From an optimization exercise on the open Yosys and OpenROAD flow, aimed at small area, a short achievable clock period and few clock cycles per item; shortcuts taken in it are not production practice.

Setup of v6:
Design rgb_to_hue_saturation_top, start of the top module:
module rgb_to_hue_saturation_top (
    input  logic       i_clk,
    input  logic       i_rst_n,
    input  logic       i_valid,
    output logic       o_ready,
    input  logic [7:0] i_red,
    input  logic [7:0] i_green,
    input  logic [7:0] i_blue,
    output logic       o_valid,
    input  logic       i_ready,
    output logic [7:0] o_hue,
    output logic [7:0] o_saturation
);
Size: ~410 flip-flops, ~46 I/O pins.
Settings: LEC_CHECK=0, ABC_CLOCK_PERIOD_IN_PS=2750, CAP_MARGIN=20, CORE_MARGIN=2, CORE_UTILIZATION=40, CTS_BUF_LIST=sky130_fd_sc_hd__clkbuf_4 sky130_fd_sc_hd__clkbuf_8, SETUP_SLACK_MARGIN=2.75, SLEW_MARGIN=20; clock period 5.5 ns.
run.sh (not shown) runs the stock make flow with config.mk's settings and CLKGATE_MAP_FILE= SYNTH_SCRIPT=/design/flow/synth_recipe.tcl, a recipe that flattens the netlist after the stock synthesis.
v6 finished every step from synthesis to the final layout, and the layout passed the timing, design-rule and antenna checks.
The following lists how v7 was set up differently from v6:
-- flow/design.v --
<<< v6, line 218
    logic [0:0] w_hb1_0;
    logic [2:0] w_hm_6;
    logic [7:0] w_hB_0;
    logic [1:0] w_hmc_0;
    logic [7:0] r9_d;
    logic [7:0] r9_hB;
    logic [8:0] r9_hh9;
    logic [2:0] r9_hm;
    logic [1:0] r9_hmc;
    logic [7:0] r9_mx;
    logic [0:0] r9_sq1;
>>> v7, line 218
    logic [0:0] w_hb1_0;
    logic [2:0] w_hm_6;
    logic [7:0] r9_d;
    logic [0:0] r9_hb1;
    logic [0:0] r9_hb2;
    logic [0:0] r9_hb3;
    logic [0:0] r9_hb4;
    logic [0:0] r9_hb5;
    logic [8:0] r9_hh9;
    logic [2:0] r9_hm;
    logic [2:0] r9_j;
    logic [7:0] r9_mx;
    logic [0:0] r9_sq1;
<<< v6, line 244
    logic [2:0] w_hm1_0;
    logic [0:0] w_hc0_0;
    logic [7:0] w_hu0_0;
    logic [0:0] w_hc1_0;
    logic [7:0] w_hu1_0;
    logic [7:0] w_hue_0;
>>> v7, line 246
    logic [2:0] w_hm1_0;
    logic [0:0] w_hc0_0;
    logic [0:0] w_hc1_0;
    logic [7:0] w_hA_0;
    logic [7:0] w_hu0_0;
    logic [7:0] w_hu1_0;
    logic [7:0] w_hue_0;
<<< v6, line 361
    assign w_hb1_0 = w_hv1_0 >= 4'd6;
    assign w_hm_6 = 3'(w_hb1_0 ? w_hv1_0 - 4'd6 : w_hv1_0);
    assign w_hB_0 = (r8_j == 3'd0 ? 8'd0 : r8_j == 3'd1 ? 8'd42 : r8_j == 3'd2 ? 8'd85 : r8_j == 3'd3 ? 8'd127 : r8_j == 3'd4 ? 8'd169 : 8'd212) + {2'b0, r8_hb5, r8_hb4, r8_hb3, r8_hb2, w_hb1_0, 1'b0};
    assign w_hmc_0 = (r8_j == 3'd1 || r8_j == 3'd4) ? 2'd2 : (r8_j == 3'd2 || r8_j == 3'd5) ? 2'd1 : 2'd0;
    assign w_sh9_7 = {r9_sr, 1'b0};
    assign w_hdf_7 = {1'b0, r9_hh9} - {2'b0, r9_d};
>>> v7, line 364
    assign w_hb1_0 = w_hv1_0 >= 4'd6;
    assign w_hm_6 = 3'(w_hb1_0 ? w_hv1_0 - 4'd6 : w_hv1_0);
    assign w_sh9_7 = {r9_sr, 1'b0};
    assign w_hdf_7 = {1'b0, r9_hh9} - {2'b0, r9_d};
<<< v6, line 372
    assign w_hm0_0 = 3'(w_hb0_0 ? {r9_hm, 1'b0} - 4'd6 : {r9_hm, 1'b0});
    assign w_hm1_0 = w_hm0_0 + 3'd1;
    assign w_hc0_0 = r9_hmc == 2'd2 ? (w_hm0_0 >= 3'd1) : r9_hmc == 2'd1 ? (w_hm0_0 >= 3'd5) : (w_hm0_0 >= 3'd3);
    assign w_hu0_0 = r9_hB + 8'(w_hb0_0) + 8'(w_hc0_0);
    assign w_hc1_0 = r9_hmc == 2'd2 ? (w_hm1_0 >= 3'd1) : r9_hmc == 2'd1 ? (w_hm1_0 >= 3'd5) : (w_hm1_0 >= 3'd3);
    assign w_hu1_0 = r9_hB + 8'(w_hb0_0) + 8'(w_hc1_0);
    assign w_hue_0 = w_z_0 ? 8'd0 : (w_hq0_0 ? w_hu1_0 : w_hu0_0);
    assign w_sat_0 = {r9_sq7, r9_sq6, r9_sq5, r9_sq4, r9_sq3, r9_sq2, r9_sq1, w_sq0_0};
>>> v7, line 373
    assign w_hm0_0 = 3'(w_hb0_0 ? {r9_hm, 1'b0} - 4'd6 : {r9_hm, 1'b0});
    assign w_hm1_0 = w_hm0_0 + 3'd1;
    assign w_hc0_0 = (r9_j == 3'd1 || r9_j == 3'd4) ? (w_hm0_0 >= 3'd1) : (r9_j == 3'd2 || r9_j == 3'd5) ? (w_hm0_0 >= 3'd5) : (w_hm0_0 >= 3'd3);
    assign w_hc1_0 = (r9_j == 3'd1 || r9_j == 3'd4) ? (w_hm1_0 >= 3'd1) : (r9_j == 3'd2 || r9_j == 3'd5) ? (w_hm1_0 >= 3'd5) : (w_hm1_0 >= 3'd3);
    assign w_hA_0 = (r9_j == 3'd0 ? 8'd0 : r9_j == 3'd1 ? 8'd42 : r9_j == 3'd2 ? 8'd85 : r9_j == 3'd3 ? 8'd127 : r9_j == 3'd4 ? 8'd169 : 8'd212) + {2'b0, r9_hb5, r9_hb4, r9_hb3, r9_hb2, r9_hb1, w_hb0_0};
    assign w_hu0_0 = w_hA_0 + 8'(w_hc0_0);
    assign w_hu1_0 = w_hA_0 + 8'(w_hc1_0);
    assign w_hue_0 = w_z_0 ? 8'd0 : (w_hq0_0 ? w_hu1_0 : w_hu0_0);
    assign w_sat_0 = {r9_sq7, r9_sq6, r9_sq5, r9_sq4, r9_sq3, r9_sq2, r9_sq1, w_sq0_0};
<<< v6, line 482
            r8_sr <= w_sr_5;
            r9_d <= r8_d;
            r9_hB <= w_hB_0;
            r9_hh9 <= w_hh9_7;
            r9_hm <= w_hm_6;
            r9_hmc <= w_hmc_0;
            r9_mx <= r8_mx;
            r9_sq1 <= w_sq1_0;
>>> v7, line 484
            r8_sr <= w_sr_5;
            r9_d <= r8_d;
            r9_hb1 <= w_hb1_0;
            r9_hb2 <= r8_hb2;
            r9_hb3 <= r8_hb3;
            r9_hb4 <= r8_hb4;
            r9_hb5 <= r8_hb5;
            r9_hh9 <= w_hh9_7;
            r9_hm <= w_hm_6;
            r9_j <= r8_j;
            r9_mx <= r8_mx;
            r9_sq1 <= w_sq1_0;
### Flow results
Measured against each other, v6 and v7 differ in logic depth of the worst path, buffers included, the lower figure coming from v7.
From v6 to v7 the numbers moved as follows: multi-input gate area in the final layout saw a decrease, final worst setup slack saw a decrease.
| total area of sequential cells | higher: v6 |
Relative to v6, the clock-buffer cell count of v7 is lower by 1.1%.
Comparing v6 and v7, the higher simple-gate portion of the synthesized area is on v7.
The higher number of iterations in the first detailed-routing pass came out of v7.
Looking at non-clock buffer count, v7 sits above v6.
Net count reported at finish was lower in the run labelled v6.
No run of this note included a check of the RTL's function; only the layout flow was run.

[re-timing with driven ports]
How much do the figures lean on ideal ports? The routed layouts below were timed once more, with nothing changed but the port constraints.
Step 1, drivers: a clkbuf_16 drives i_clk and a buf_2 each remaining input, both assumed.
Step 2, shift: input delay + t, output delay - t, t = (earliest + latest rising clock arrival at the registers) / 2. This alone moves slack from input paths to output paths.
Slacks: no drivers / after step 1 / after step 2; pairs: no drivers / after step 1.
run	t, ns	setup WS [ns]	latest minus earliest clock arrival (ns)	worst slew at a driven data input, ns
v6	0.680	2.424 / 2.424 / 2.315	0.020 / 0.020	0.04
v7	0.671	2.345 / 2.345 / 2.217	0.029 / 0.029	0.04
After both steps every run listed still meets setup and hold. For v7, which loses most, drivers alone change the setup slack by 0.000 ns; drivers and shift together by -0.128 ns.
